Source: an optimization exercise on an open RTL-to-GDS flow (aim: small area, a short achievable clock period and few clock cycles per item). Production flows keep margins and buffers that such runs may drop. At most, simulation tests tie the RTL to the original design; equivalence was not proved.

==> run R: inputs <==
==> flow/design.v <==
package skf_pkg;
    localparam int VALUE_W   = 32;
    localparam int COV_FRAC  = 30;
    localparam int COV_W     = COV_FRAC + 2;
    localparam int REG_W     = COV_W;
    localparam int CFG_IDX_W = 2;
    localparam int HI_W      = COV_FRAC;           
    localparam int STEPS     = COV_FRAC / 2;       
    localparam int CNT_W     = $clog2(STEPS);
    localparam logic [CNT_W-1:0] CNT_LAST = CNT_W'(STEPS - 1);
    localparam logic [CFG_IDX_W-1:0] REG_PROCESS_NOISE     = CFG_IDX_W'(0);
    localparam logic [CFG_IDX_W-1:0] REG_MEASUREMENT_NOISE = CFG_IDX_W'(1);
    localparam logic [REG_W-1:0] Q_RESET = REG_W'(1073742);
    localparam logic [REG_W-1:0] R_RESET = REG_W'(10737418);
endpackage
import skf_pkg::*;
module skf_div (
    input  logic [COV_W-1:0]   i_rem,
    input  logic [COV_W-1:0]   i_den,
    input  logic               i_f0,       
    input  logic               i_f1,       
    input  logic [COV_W-1:0]   i_pred,
    input  logic [COV_W-1:0]   i_cl,
    input  logic [HI_W-1:0]    i_ch,
    output logic [1:0]         o_q,
    output logic [COV_W-1:0]   o_rem,
    output logic [COV_W-1:0]   o_cl,
    output logic [HI_W-1:0]    o_ch
);
    localparam int TW = COV_W + 4;
    logic [TW-1:0]      r4, d1, d2, t1, t2, t3;
    logic               n1, n2, n3;
    logic [1:0]         q;
    logic [HI_W-1:0]    ch_dec;
    logic [TW-1:0]      l4, p1, p2, c1, c2, c3;
    logic [TW-1:0]      ct;
    always_comb begin
        r4 = TW'({i_rem, 2'b00});
        d1 = TW'(i_den);
        d2 = TW'({i_den, 1'b0});
        t1 = r4 - d1;
        t2 = r4 - d2;
        t3 = r4 - d2 - d1;
        n1 = t1[TW-1];
        n2 = t2[TW-1];
        n3 = t3[TW-1];
        if (i_f0)      q = 2'd0;
        else if (i_f1) q = 2'd3;
        else           q = {!n2, !n3 || (!n1 && n2)};
        case ({n3, n2, n1})
            3'b000:  o_rem = t3[COV_W-1:0];
            3'b100:  o_rem = t2[COV_W-1:0];
            3'b110:  o_rem = t1[COV_W-1:0];
            default: o_rem = r4[COV_W-1:0];
        endcase
        ch_dec = i_ch - HI_W'(1);
        l4     = TW'({i_cl, 2'b00});
        p1     = TW'(i_pred);
        p2     = TW'({i_pred, 1'b0});
        c1     = l4 - p1;
        c2     = l4 - p2;
        c3     = l4 - p2 - p1;
        case (q)
            2'd0:    ct = l4;
            2'd1:    ct = c1;
            2'd2:    ct = c2;
            default: ct = c3;
        endcase
        o_q  = q;
        o_cl = ct[COV_W-1:0];
        o_ch = {ct[TW-1] ? ch_dec[HI_W-3:0] : i_ch[HI_W-3:0], ct[COV_W+1:COV_W]};
    end
endmodule
import skf_pkg::*;
module scalar_kalman_filter_unit (
    input  logic                                 i_clk,
    input  logic                                 i_rst_n,
    input  logic                                 i_in_valid,
    output logic                                 o_in_stall,
    input  logic signed [skf_pkg::VALUE_W-1:0]   i_sample,
    output logic                                 o_out_valid,
    input  logic                                 i_out_stall,
    output logic signed [skf_pkg::VALUE_W-1:0]   o_estimate,
    input  logic                                 i_cfg_we,
    input  logic [skf_pkg::CFG_IDX_W-1:0]        i_cfg_index,
    input  logic [skf_pkg::REG_W-1:0]            i_cfg_data
);
    logic               r_rst_n;
    logic [REG_W-1:0]   r_q, r_r;
    logic               r_q_def, r_r_def;    
    logic [COV_W-1:0]   r_pred, r_den, r_rem, r_cl;
    logic [HI_W-1:0]    r_ch;
    logic [COV_W-1:0]   r_cov;               
    logic [VALUE_W-1:0] r_s;                 
    logic [VALUE_W-1:0] r_est;               
    logic [VALUE_W-1:0] r_el;
    logic [HI_W-1:0]    r_eh;
    logic [CNT_W-1:0]   r_cnt;
    logic [1:0]         r_qd;
    logic               r_busy, r_ebusy, r_elast;
    logic               r_pend, r_out_valid;
    logic               r_o_valid, r_o_stall;   
    logic               we_q, we_r;
    logic               start, fin, last;
    logic               n_busy, n_pend, n_out_valid;
    logic [REG_W-1:0]   q_val, r_val;
    logic [COV_W-1:0]   cov;
    logic [COV_W:0]     pq_sum;
    logic [COV_W+1:0]   pqr_sum;
    logic [COV_W-1:0]   pred, den;
    logic [VALUE_W-1:0] est_u;
    logic               c29;
    logic [2:0]         fin_k;
    logic [HI_W-1:0]    eh_inc;
    logic [VALUE_W-1:0] est_next;
    logic [VALUE_W-1:0] x1, x0;
    logic [VALUE_W+2:0] et;
    logic               f0, f1;
    logic [1:0]         q;
    logic [COV_W-1:0]   n_rem, n_cl;
    logic [HI_W-1:0]    n_ch;
    assign we_q  = i_cfg_we && i_cfg_index == REG_PROCESS_NOISE;
    assign we_r  = i_cfg_we && i_cfg_index == REG_MEASUREMENT_NOISE;
    assign start = i_in_valid && !o_in_stall;
    assign fin   = r_pend && !r_out_valid;
    assign last  = r_cnt == CNT_LAST;
    assign est_u = {~r_est[VALUE_W-1], r_est[VALUE_W-2:0]};
    assign q_val = r_q_def ? Q_RESET : r_q;
    assign r_val = r_r_def ? R_RESET : r_r;
    always_comb begin
        cov     = r_cov;
        pq_sum  = {1'b0, cov} + {1'b0, q_val};
        pqr_sum = {2'b0, cov} + {2'b0, q_val} + {2'b0, r_val};
        pred    = pq_sum[COV_W] ? '1 : pq_sum[COV_W-1:0];
        den     = (pqr_sum[COV_W+1:COV_W] != 2'b0) ? '1 : pqr_sum[COV_W-1:0];
    end
    assign f0 = r_den == '0;
    assign f1 = r_pred == r_den;
    skf_div u_div (
        .i_rem   (r_rem),
        .i_den   (r_den),
        .i_f0    (f0),
        .i_f1    (f1),
        .i_pred  (r_pred),
        .i_cl    (r_cl),
        .i_ch    (r_ch),
        .o_q     (q),
        .o_rem   (n_rem),
        .o_cl    (n_cl),
        .o_ch    (n_ch)
    );
    always_comb begin
        x1     = r_qd[1] ? r_s : est_u;
        x0     = r_qd[0] ? r_s : est_u;
        et     = {1'b0, r_el, 2'b00} + {2'b0, x1, 1'b0} + {3'b0, x0};
        eh_inc = r_eh + HI_W'(1);
    end
    always_comb begin
        c29      = ({1'b0, r_el[COV_FRAC-1:0]} + {1'b0, est_u[COV_FRAC-1:0]}) >> COV_FRAC;
        fin_k    = {1'b0, r_el[VALUE_W-1:COV_FRAC]} + {1'b0, est_u[VALUE_W-1:COV_FRAC]} + {2'b0, c29};
        est_next = {fin_k[2] ? eh_inc : r_eh, fin_k[1:0]};
    end
    always_comb begin
        n_busy      = start || (r_busy && !last);
        n_pend      = (r_ebusy && r_elast) || (r_pend && !fin);
        n_out_valid = fin || (r_out_valid && i_out_stall);
    end
    always_ff @(posedge i_clk) begin
        r_rst_n <= i_rst_n;
        if (we_q) r_q <= i_cfg_data;
        if (we_r) r_r <= i_cfg_data;
        if (we_q) r_q_def <= 1'b0;
        else if (!r_rst_n) r_q_def <= 1'b1;
        if (we_r) r_r_def <= 1'b0;
        else if (!r_rst_n) r_r_def <= 1'b1;
        if (!r_rst_n) begin
            r_cov       <= COV_W'(1) << COV_FRAC;
            r_est       <= '0;
            r_busy      <= 1'b0;
            r_ebusy     <= 1'b0;
            r_pend      <= 1'b0;
            r_out_valid <= 1'b0;
        end else begin
            if (r_busy && last) r_cov <= {n_ch, n_cl[COV_W-1:COV_W-2]};
            if (fin) r_est <= {~est_next[VALUE_W-1], est_next[VALUE_W-2:0]};
            r_busy      <= n_busy;
            r_ebusy     <= r_busy;
            r_pend      <= n_pend;
            r_out_valid <= n_out_valid;
        end
        r_o_valid <= i_rst_n && r_rst_n && n_out_valid;
        r_o_stall <= !i_rst_n || (r_rst_n && (n_busy || n_pend || n_out_valid));
        r_elast <= last;
        r_qd    <= q;
        if (!r_busy) begin
            r_cl   <= pred;
            r_ch   <= '0;
            r_pred <= pred;
            r_den  <= den;
            r_rem  <= pred;
            r_s    <= {~i_sample[VALUE_W-1], i_sample[VALUE_W-2:0]};
            r_cnt  <= '0;
        end else begin
            r_cl   <= n_cl;
            r_ch   <= n_ch;
            r_rem  <= n_rem;
            r_cnt  <= r_cnt + CNT_W'(1);
        end
        if (r_ebusy) begin
            r_el <= et[VALUE_W-1:0];
            r_eh <= {et[VALUE_W+2] ? eh_inc[HI_W-3:0] : r_eh[HI_W-3:0], et[VALUE_W+1:VALUE_W]};
        end else if (!r_pend || !r_out_valid) begin
            r_el <= '0;
            r_eh <= '0;
        end
    end
    assign o_in_stall  = r_o_stall;
    assign o_out_valid = r_o_valid;
    assign o_estimate  = r_est;
endmodule
==> flow/run.sh <==
#!/bin/bash
# synth_recipe.tcl (not shown) runs the flow's synth.tcl, then flattens the netlist and writes it again
# the make line also repeats each setting of config.mk as NAME=value (left out here)
make -C /OpenROAD-flow-scripts/flow DESIGN_CONFIG=/design/flow/config.mk WORK_HOME=/design/flow/orfs CLKGATE_MAP_FILE= SYNTH_SCRIPT=/design/flow/synth_recipe.tcl finish
==> flow/config.mk <==
export PLATFORM = sky130hd
export DESIGN_NAME = scalar_kalman_filter_unit
export DESIGN_NICKNAME = scalar_kalman_filter_unit
export VERILOG_FILES = /design/flow/design.v
export SDC_FILE = /design/flow/constraint.sdc
export NUM_CORES = 4
export LEC_CHECK = 0
export CAP_MARGIN = 20
export CORE_MARGIN = 2
export CORE_UTILIZATION = 40
export SETUP_SLACK_MARGIN = 5
export SLEW_MARGIN = 20
==> flow/constraint.sdc <==
create_clock -name core_clock -period 12.0 [get_ports {i_clk}]
set_input_delay 2.4000 -clock core_clock [delete_from_list [all_inputs] [get_ports {i_clk}]]
set_output_delay 2.4000 -clock core_clock [all_outputs]
set_load 0.01 [all_outputs]
==> run G (differences from run R) <==
==> flow/design.v, changed modules only <==
module skf_div (
    input  logic               i_first,    
    input  logic [COV_W-1:0]   i_rem,
    input  logic [COV_W-1:0]   i_den,
    input  logic               i_f0,       
    input  logic               i_f1,       
    input  logic [COV_W-1:0]   i_pred,
    input  logic [COV_W-1:0]   i_cl,
    input  logic [HI_W-1:0]    i_ch,
    output logic [1:0]         o_q,
    output logic [COV_W-1:0]   o_rem,
    output logic [COV_W-1:0]   o_cl,
    output logic [HI_W-1:0]    o_ch
);
    localparam int TW = COV_W + 4;
    logic [TW-1:0]      r4, d1, d2, t1, t2, t3;
    logic               n1, n2, n3;
    logic [1:0]         q;
    logic [COV_W-1:0]   cl;
    logic [HI_W-1:0]    ch, ch_dec;
    logic [TW-1:0]      l4, p1, p2, c1, c2, c3;
    logic [TW-1:0]      ct;
    always_comb begin
        r4 = TW'({i_rem, 2'b00});
        d1 = TW'(i_den);
        d2 = TW'({i_den, 1'b0});
        t1 = r4 - d1;
        t2 = r4 - d2;
        t3 = r4 - d2 - d1;
        n1 = t1[TW-1];
        n2 = t2[TW-1];
        n3 = t3[TW-1];
        if (i_f0)      q = 2'd0;
        else if (i_f1) q = 2'd3;
        else           q = {!n2, !n3 || (!n1 && n2)};
        case ({n3, n2, n1})
            3'b000:  o_rem = t3[COV_W-1:0];
            3'b100:  o_rem = t2[COV_W-1:0];
            3'b110:  o_rem = t1[COV_W-1:0];
            default: o_rem = r4[COV_W-1:0];
        endcase
        cl     = i_first ? i_pred : i_cl;
        ch     = i_first ? '0 : i_ch;
        ch_dec = i_ch - HI_W'(1);
        l4     = TW'({cl, 2'b00});
        p1     = TW'(i_pred);
        p2     = TW'({i_pred, 1'b0});
        c1     = l4 - p1;
        c2     = l4 - p2;
        c3     = l4 - p2 - p1;
        case (q)
            2'd0:    ct = l4;
            2'd1:    ct = c1;
            2'd2:    ct = c2;
            default: ct = c3;
        endcase
        o_q  = q;
        o_cl = ct[COV_W-1:0];
        o_ch = {ct[TW-1] ? ch_dec[HI_W-3:0] : ch[HI_W-3:0], ct[COV_W+1:COV_W]};
    end
endmodule
module scalar_kalman_filter_unit (
    input  logic                                 i_clk,
    input  logic                                 i_rst_n,
    input  logic                                 i_in_valid,
    output logic                                 o_in_stall,
    input  logic signed [skf_pkg::VALUE_W-1:0]   i_sample,
    output logic                                 o_out_valid,
    input  logic                                 i_out_stall,
    output logic signed [skf_pkg::VALUE_W-1:0]   o_estimate,
    input  logic                                 i_cfg_we,
    input  logic [skf_pkg::CFG_IDX_W-1:0]        i_cfg_index,
    input  logic [skf_pkg::REG_W-1:0]            i_cfg_data
);
    logic               r_rst_n;
    logic [REG_W-1:0]   r_q, r_r;
    logic               r_q_def, r_r_def;    
    logic [COV_W-1:0]   r_pred, r_den, r_rem, r_cl;
    logic [HI_W-1:0]    r_ch;
    logic               r_cov_one;           
    logic [VALUE_W-1:0] r_s;                 
    logic [VALUE_W-1:0] r_est;               
    logic [VALUE_W-1:0] r_el;
    logic [HI_W-1:0]    r_eh;
    logic [CNT_W-1:0]   r_cnt;
    logic [1:0]         r_qd;
    logic               r_busy, r_first, r_ebusy, r_elast;
    logic               r_pend, r_out_valid, r_stall;
    logic               we_q, we_r;
    logic               start, fin, last;
    logic               n_busy, n_pend, n_out_valid;
    logic [REG_W-1:0]   q_val, r_val;
    logic [COV_W-1:0]   cov;
    logic [COV_W:0]     pq_sum;
    logic [COV_W+1:0]   pqr_sum;
    logic [COV_W-1:0]   pred, den;
    logic [VALUE_W-1:0] est_u;
    logic               c29;
    logic [2:0]         fin_k;
    logic [HI_W-1:0]    eh_inc;
    logic [VALUE_W-1:0] est_next;
    logic [VALUE_W-1:0] x1, x0;
    logic [VALUE_W+2:0] et;
    logic               f0, f1;
    logic [1:0]         q;
    logic [COV_W-1:0]   n_rem, n_cl;
    logic [HI_W-1:0]    n_ch;
    assign we_q  = i_cfg_we && i_cfg_index == REG_PROCESS_NOISE;
    assign we_r  = i_cfg_we && i_cfg_index == REG_MEASUREMENT_NOISE;
    assign start = i_in_valid && !o_in_stall;
    assign fin   = r_pend && !r_out_valid;
    assign last  = r_cnt == CNT_LAST;
    assign est_u = {~r_est[VALUE_W-1], r_est[VALUE_W-2:0]};
    assign q_val = r_q_def ? Q_RESET : r_q;
    assign r_val = r_r_def ? R_RESET : r_r;
    always_comb begin
        cov     = r_cov_one ? COV_W'(1) << COV_FRAC : {r_ch, r_cl[COV_W-1:COV_W-2]};
        pq_sum  = {1'b0, cov} + {1'b0, q_val};
        pqr_sum = {2'b0, cov} + {2'b0, q_val} + {2'b0, r_val};
        pred    = pq_sum[COV_W] ? '1 : pq_sum[COV_W-1:0];
        den     = (pqr_sum[COV_W+1:COV_W] != 2'b0) ? '1 : pqr_sum[COV_W-1:0];
    end
    assign f0 = r_den == '0;
    assign f1 = r_pred == r_den;
    skf_div u_div (
        .i_first (r_first),
        .i_rem   (r_rem),
        .i_den   (r_den),
        .i_f0    (f0),
        .i_f1    (f1),
        .i_pred  (r_pred),
        .i_cl    (r_cl),
        .i_ch    (r_ch),
        .o_q     (q),
        .o_rem   (n_rem),
        .o_cl    (n_cl),
        .o_ch    (n_ch)
    );
    always_comb begin
        x1     = r_qd[1] ? r_s : est_u;
        x0     = r_qd[0] ? r_s : est_u;
        et     = {1'b0, r_el, 2'b00} + {2'b0, x1, 1'b0} + {3'b0, x0};
        eh_inc = r_eh + HI_W'(1);
    end
    always_comb begin
        c29      = ({1'b0, r_el[COV_FRAC-1:0]} + {1'b0, est_u[COV_FRAC-1:0]}) >> COV_FRAC;
        fin_k    = {1'b0, r_el[VALUE_W-1:COV_FRAC]} + {1'b0, est_u[VALUE_W-1:COV_FRAC]} + {2'b0, c29};
        est_next = {fin_k[2] ? eh_inc : r_eh, fin_k[1:0]};
    end
    always_comb begin
        n_busy      = start || (r_busy && !last);
        n_pend      = (r_ebusy && r_elast) || (r_pend && !fin);
        n_out_valid = fin || (r_out_valid && i_out_stall);
    end
    always_ff @(posedge i_clk) begin
        r_rst_n <= i_rst_n;
        if (we_q) r_q <= i_cfg_data;
        if (we_r) r_r <= i_cfg_data;
        if (we_q) r_q_def <= 1'b0;
        else if (!r_rst_n) r_q_def <= 1'b1;
        if (we_r) r_r_def <= 1'b0;
        else if (!r_rst_n) r_r_def <= 1'b1;
        if (!r_rst_n) begin
            r_cov_one   <= 1'b1;
            r_est       <= '0;
            r_busy      <= 1'b0;
            r_first     <= 1'b0;
            r_ebusy     <= 1'b0;
            r_pend      <= 1'b0;
            r_out_valid <= 1'b0;
            r_stall     <= 1'b0;
        end else begin
            if (start) r_cov_one <= 1'b0;
            if (fin) r_est <= {~est_next[VALUE_W-1], est_next[VALUE_W-2:0]};
            r_busy      <= n_busy;
            r_first     <= start;
            r_ebusy     <= r_busy;
            r_pend      <= n_pend;
            r_out_valid <= n_out_valid;
            r_stall     <= n_busy || n_pend || n_out_valid;
        end
        r_elast <= last;
        r_qd    <= q;
        if (r_busy) begin
            r_cl <= n_cl;
            r_ch <= n_ch;
        end
        if (!r_busy) begin
            r_pred <= pred;
            r_den  <= den;
            r_rem  <= pred;
            r_s    <= {~i_sample[VALUE_W-1], i_sample[VALUE_W-2:0]};
            r_cnt  <= '0;
        end else begin
            r_rem  <= n_rem;
            r_cnt  <= r_cnt + CNT_W'(1);
        end
        if (r_ebusy) begin
            r_el <= et[VALUE_W-1:0];
            r_eh <= {et[VALUE_W+2] ? eh_inc[HI_W-3:0] : r_eh[HI_W-3:0], et[VALUE_W+1:VALUE_W]};
        end else if (!r_pend || !r_out_valid) begin
            r_el <= '0;
            r_eh <= '0;
        end
    end
    assign o_in_stall  = r_stall || !r_rst_n;
    assign o_out_valid = r_out_valid && r_rst_n;
    assign o_estimate  = r_est;
endmodule
==> flow/flow/run.sh (new file) <==
#!/bin/bash
# Standard layout, with timing repair aiming for 8.5 ns of setup slack.
set -euo pipefail
bash standard.sh SETUP_SLACK_MARGIN=8.5 finish > flow_make.log 2>&1
==> flow/standard.sh (new file) <==
#!/bin/bash
# synth_recipe.tcl (not shown) runs the flow's synth.tcl, then flattens the netlist and writes it again
# the make line also repeats each setting of config.mk as NAME=value (left out here)
make -C /OpenROAD-flow-scripts/flow DESIGN_CONFIG=/design/flow/config.mk WORK_HOME=/design/flow/orfs CLKGATE_MAP_FILE= SYNTH_SCRIPT=/design/flow/synth_recipe.tcl "${@:-finish}"
--- a/flow/config.mk
+++ b/flow/config.mk
@@ -9,4 +9,3 @@
 export CORE_MARGIN = 2
 export CORE_UTILIZATION = 40
-export SETUP_SLACK_MARGIN = 5
 export SLEW_MARGIN = 20
removed: flow/run.sh
==> run P (differences from run R) <==
--- a/flow/design.v
+++ b/flow/design.v
@@ -30,4 +30,6 @@
     localparam int TW = COV_W + 4;
     logic [TW-1:0]      r4, d1, d2, t1, t2, t3;
+    logic [TW-1:0]      r4b, dn1, dn2, ds, dc;
+    logic [TW-1:0]      l4b, pn1, pn2, ps, pc;
     logic               n1, n2, n3;
     logic [1:0]         q;
@@ -41,5 +43,10 @@
         t1 = r4 - d1;
         t2 = r4 - d2;
-        t3 = r4 - d2 - d1;
+        r4b = TW'({i_rem, 2'b10});
+        dn1 = ~d1;
+        dn2 = ~d2;
+        ds  = r4b ^ dn1 ^ dn2;
+        dc  = ((r4b & dn1) | (r4b & dn2) | (dn1 & dn2)) << 1;
+        t3  = ds + dc;
         n1 = t1[TW-1];
         n2 = t2[TW-1];
@@ -60,5 +67,10 @@
         c1     = l4 - p1;
         c2     = l4 - p2;
-        c3     = l4 - p2 - p1;
+        l4b    = TW'({i_cl, 2'b10});
+        pn1    = ~p1;
+        pn2    = ~p2;
+        ps     = l4b ^ pn1 ^ pn2;
+        pc     = ((l4b & pn1) | (l4b & pn2) | (pn1 & pn2)) << 1;
+        c3     = ps + pc;
         case (q)
             2'd0:    ct = l4;
@@ -107,5 +119,5 @@
     logic [COV_W-1:0]   cov;
     logic [COV_W:0]     pq_sum;
-    logic [COV_W+1:0]   pqr_sum;
+    logic [COV_W+1:0]   pqr_sum, pqr_a, pqr_b, pqr_c;
     logic [COV_W-1:0]   pred, den;
     logic [VALUE_W-1:0] est_u;
@@ -115,5 +127,5 @@
     logic [VALUE_W-1:0] est_next;
     logic [VALUE_W-1:0] x1, x0;
-    logic [VALUE_W+2:0] et;
+    logic [VALUE_W+2:0] et, ea, eb, ec;
     logic               f0, f1;
     logic [1:0]         q;
@@ -131,5 +143,9 @@
         cov     = r_cov;
         pq_sum  = {1'b0, cov} + {1'b0, q_val};
-        pqr_sum = {2'b0, cov} + {2'b0, q_val} + {2'b0, r_val};
+        pqr_a   = {2'b0, cov};
+        pqr_b   = {2'b0, q_val};
+        pqr_c   = {2'b0, r_val};
+        pqr_sum = (pqr_a ^ pqr_b ^ pqr_c)
+                + (((pqr_a & pqr_b) | (pqr_a & pqr_c) | (pqr_b & pqr_c)) << 1);
         pred    = pq_sum[COV_W] ? '1 : pq_sum[COV_W-1:0];
         den     = (pqr_sum[COV_W+1:COV_W] != 2'b0) ? '1 : pqr_sum[COV_W-1:0];
@@ -153,5 +169,8 @@
         x1     = r_qd[1] ? r_s : est_u;
         x0     = r_qd[0] ? r_s : est_u;
-        et     = {1'b0, r_el, 2'b00} + {2'b0, x1, 1'b0} + {3'b0, x0};
+        ea     = {1'b0, r_el, 2'b00};
+        eb     = {2'b0, x1, 1'b0};
+        ec     = {3'b0, x0};
+        et     = (ea ^ eb ^ ec) + (((ea & eb) | (ea & ec) | (eb & ec)) << 1);
         eh_inc = r_eh + HI_W'(1);
     end
==> flow/flow/run.sh (new file) <==
#!/bin/bash
# Standard layout, with timing repair aiming for 8 ns of setup slack.
set -euo pipefail
bash standard.sh SETUP_SLACK_MARGIN=8 finish > flow_make.log 2>&1
==> flow/standard.sh (new file) <==
#!/bin/bash
# synth_recipe.tcl (not shown) runs the flow's synth.tcl, then flattens the netlist and writes it again
# the make line also repeats each setting of config.mk as NAME=value (left out here)
make -C /OpenROAD-flow-scripts/flow DESIGN_CONFIG=/design/flow/config.mk WORK_HOME=/design/flow/orfs CLKGATE_MAP_FILE= SYNTH_SCRIPT=/design/flow/synth_recipe.tcl "${@:-finish}"
--- a/flow/config.mk
+++ b/flow/config.mk
@@ -9,4 +9,3 @@
 export CORE_MARGIN = 2
 export CORE_UTILIZATION = 40
-export SETUP_SLACK_MARGIN = 5
 export SLEW_MARGIN = 20
removed: flow/run.sh
==> summary of the runs <==
- First-iteration DRC count, lowest first: run R, run G, run P.
- In run P the non-clock buffer count is higher than in run R, by 255.
- Between run P and run G, the lower wire length is in run G (gap about 6%, measured against run G).
- Of run G and run R, run R has the higher die area (gap 1.7%, measured against run R).
Testbench counts of run R, summed over its fixed seeds: cycles 32,928, items 2,048.
Testbench counts of run P, summed over its fixed seeds: cycles 32,928, items 2,048.
Function not checked in run G: the RTL went through the layout flow alone.

-- port drivers added, routing unchanged --
In the flow no input, the clock included, has a driving cell. The finished layouts below were timed again as built, in two steps.
Step 1 sets driving cells, clkbuf_16 on the clock port and buf_2 on the other inputs (assumed; they add their load-dependent delay and slew).
Step 2 adds t to the input delays and takes it off the output delays; t is the mean of the earliest and latest rising clock arrival at the registers after step 1. Input paths then give back, and output paths get back, about the clock's delay inside the block.
a / b / c = ideal / step 1 / step 2; a / b = the first two.
| run | shift t [ns] | setup slack, ns | latest minus earliest clock arrival (ns) | cell pins on the clock port's net |
|---|---|---|---|---|
| run R | 0.661 | 5.352 / 5.352 / 5.352 | 0.021 / 0.021 | 1 |
| run G | 0.648 | 6.415 / 6.415 / 6.415 | 0.026 / 0.026 | 1 |
| run P | 0.667 | 7.633 / 7.633 / 7.633 | 0.037 / 0.037 | 1 |
After both steps every run listed still meets setup and hold.
